Context: an optimization exercise on an open-source flow, tuned for small area, a short achievable clock period and few clock cycles per item. The choices shown serve that exercise and are no tape-out recipe. Only simulation tests tie the RTL to the original design; equivalence was not proved. No activity file was given, so power comes from the tool's default toggle rates.

## the baseline
==> flow/design.v (excerpt) <==
module seq_ack_window_tracker #(
  parameter int ACK_WIDTH    = 64,
  parameter int FLIGHT_DEPTH = 32,
  parameter int RX_WINDOW    = 128
) (
  input  wire logic                          clk,
  input  wire logic                          rst_n,
  input  wire logic                          cfg_wr_en,
  input  wire logic [sawt_pkg::SESS_W-1:0]   cfg_wr_data,
  input  wire logic                          in_valid,
  output logic                               in_stall,
  input  wire logic [1:0]                    in_operation,
  input  wire logic [sawt_pkg::SESS_W-1:0]   in_hdr_session,
  input  wire logic [sawt_pkg::SEQ_W-1:0]    in_hdr_seq,
  input  wire logic                          in_hdr_ack_valid,
  input  wire logic [sawt_pkg::SEQ_W-1:0]    in_hdr_highest_ack,
  input  wire logic [sawt_pkg::MASK_W-1:0]   in_hdr_ack_mask,
  output logic                               out_valid,
  input  wire logic                          out_stall,
  output logic                               out_kind,
  output logic [sawt_pkg::STS_W-1:0]         out_status,
  output logic [sawt_pkg::SEQ_W-1:0]         out_seq,
  output logic                               out_acked,
  output logic                               out_rx_seq_valid,
  output logic [sawt_pkg::SEQ_W-1:0]         out_rx_seq,
  output logic [sawt_pkg::MASK_W-1:0]        out_rx_bitmap,
  output logic                               out_connected,
  output logic                               out_last
);
clock: 7.0 ns
lec_check: 0
cap_margin: 20
core_margin: 2
core_utilization: 58
cts_cluster_diameter: 100
cts_cluster_size: 24
setup_slack_margin: 4.3
slew_margin: 20
run.sh (not shown) runs the stock make flow with config.mk's settings and CLKGATE_MAP_FILE= SYNTH_SCRIPT=/design/flow/synth_recipe.tcl, a recipe that flattens the netlist after the stock synthesis.
Testbench counts of the baseline, summed over its fixed seeds: cycles 11,803, items 8,000.
The inputs of the candidate differ from those of the baseline as listed below.
Settings: CORE_UTILIZATION changed from 58 to 50.
The candidate went all the way through the flow, and no timing, DRC or antenna check failed.
Compared with the baseline, in the candidate final cell count without fillers picked up an extra 185; worst-case setup margin in the final layout essentially unchanged; well tap count now sits higher.
Compared the candidate vs the baseline, and register fraction of the total cell area is down in the candidate.
There was hardly any difference in relative contribution of combinational cells to total power between the baseline and the candidate.
On total via count in the routed design, the baseline loses to the candidate.
Looking at standard-cell row count, the candidate sits about 7% higher than the baseline does.
Post-synthesis to final-layout area growth is higher on the candidate
The baseline has a higher starting utilization of the core area than the candidate.

---

== job 101 ==
Another version of the RTL of seq_ack_window_tracker (not shown whole).
Size in the first run: about 260 I/O pins, about 69000 µm² of cells after synthesis.
## seq_ack_window_tracker
module seq_ack_window_tracker #(
  parameter int ACK_WIDTH    = 64,
  parameter int FLIGHT_DEPTH = 32,
  parameter int RX_WINDOW    = 128
) (
  input  wire logic                          clk,
  input  wire logic                          rst_n,
  input  wire logic                          cfg_wr_en,
  input  wire logic [sawt_pkg::SESS_W-1:0]   cfg_wr_data,
  input  wire logic                          in_valid,
  output logic                               in_stall,
  input  wire logic [1:0]                    in_operation,
  input  wire logic [sawt_pkg::SESS_W-1:0]   in_hdr_session,
  input  wire logic [sawt_pkg::SEQ_W-1:0]    in_hdr_seq,
  input  wire logic                          in_hdr_ack_valid,
  input  wire logic [sawt_pkg::SEQ_W-1:0]    in_hdr_highest_ack,
  input  wire logic [sawt_pkg::MASK_W-1:0]   in_hdr_ack_mask,
  output logic                               out_valid,
  input  wire logic                          out_stall,
  output logic                               out_kind,
  output logic [sawt_pkg::STS_W-1:0]         out_status,
  output logic [sawt_pkg::SEQ_W-1:0]         out_seq,
  output logic                               out_acked,
  output logic                               out_rx_seq_valid,
  output logic [sawt_pkg::SEQ_W-1:0]         out_rx_seq,
  output logic [sawt_pkg::MASK_W-1:0]        out_rx_bitmap,
  output logic                               out_connected,
  output logic                               out_last
);
Settings: LEC_CHECK=0, CAP_MARGIN=20, CORE_MARGIN=2, CORE_UTILIZATION=65, CTS_CLUSTER_DIAMETER=100, CTS_CLUSTER_SIZE=24, SETUP_SLACK_MARGIN=4.3, SLEW_MARGIN=20; clock period 7.0 ns.
Testbench counts of job 101, summed over its fixed seeds: cycles 11,803, items 8,000.
Inputs modified between job 101 and job 102:
Settings: CORE_UTILIZATION: 65 -> 50.
Job 102 reached the end of the flow, and the finished layout is clean on the timing, design-rule and antenna checks.
Summary of job 102 over job 101: length of routed met2 wiring increased by 5.7% relative to the old numbers; non-clock inverter instance count of the final layout decreased by 1.1% relative to the old numbers; initial cell density of the core decreased by 15 points relative to the old numbers; die area increased by 30% relative to the old numbers.
[diff] fmax, job 102 relative to job 101: improvement
Summary of job 102 over job 101: least setup slack across all paths after layout saw an increase, wire length of the first global-routing pass picked up an extra 3.9%, cell count +about 6%, non-clock buffer share of cell area went up by 0.53 points.
Changes observed in job 102 relative to job 101: proportion of synthesized chip area in sequential cells level, met3 routed wirelength moved down.
Setup changes, job 102 to job 103
Settings: CORE_UTILIZATION now 58, was 50.
## What came out
- Synthesized area came out exactly the same in job 102 and job 103.
- Power for job 103 is lower than for job 102.
- From job 102 to job 103 the numbers moved as follows: post-layout worst setup margin dropped 0.022 ns, number of standard cells in the final layout excluding fillers dropped about 2.7%, clock tree buffer count of the final layout dropped about 8%, cell area dropped 0.68%.
- In the flow results for job 102 and job 103, the aggregate global-route resource usage is larger on job 103.
- Comparing job 102 against job 103, there is no change at all in synthesized cell count.
- In job 103 the multi-input combinational area share turned out 0.23 points higher than in job 102.
- Sequential share of layout area in job 103 is 0.38 points higher than in job 102
The following lists how job 104 was set up differently from job 103:
Settings: swapping 4.3 for 4.5 in SETUP_SLACK_MARGIN; swapping 58 for 65 in CORE_UTILIZATION.
Results
When the final numbers for job 104 and job 103 were put side by side, the cell count turned out to be smaller in job 104.
Going from job 103 to job 104, cell area higher; clock share of power dropped 0.5 points.

separate check: timing with driven ports:
How much do the figures lean on ideal ports? The routed layouts below were timed once more, with nothing changed but the port constraints. Step 1: set_driving_cell puts a clkbuf_16 on clk and a buf_2 on each other input, an assumption about the parent block. Step 2 moves the port delays by t, midway between the first and last clock arrival at a register: inputs arrive t later, outputs are due t later. That takes back most of the time a late clock gives input paths. Three values: ideal, step 1, step 2; two values: the first two.
run | t (ns) | setup WS [ns] | slew at the worst register clock pin (ns)
the baseline | 0.764 | 4.194 / 4.188 / 3.460 | 0.11 / 0.11
the candidate | 0.789 | 4.197 / 4.158 / 3.409 | 0.12 / 0.12
job 101 | 0.782 | 4.106 / 4.106 / 3.444 | 0.11 / 0.11
job 102 | 0.784 | 4.192 / 4.176 / 3.512 | 0.11 / 0.11
job 103 | 0.770 | 4.169 / 4.092 / 3.459 | 0.11 / 0.11
job 104 | 0.792 | 4.109 / 4.109 / 3.394 | 0.12 / 0.12
After both steps setup and hold are still met in every run listed. The setup slack of the candidate, which loses most, moves by -0.039 ns with the drivers and by -0.788 ns with both steps.
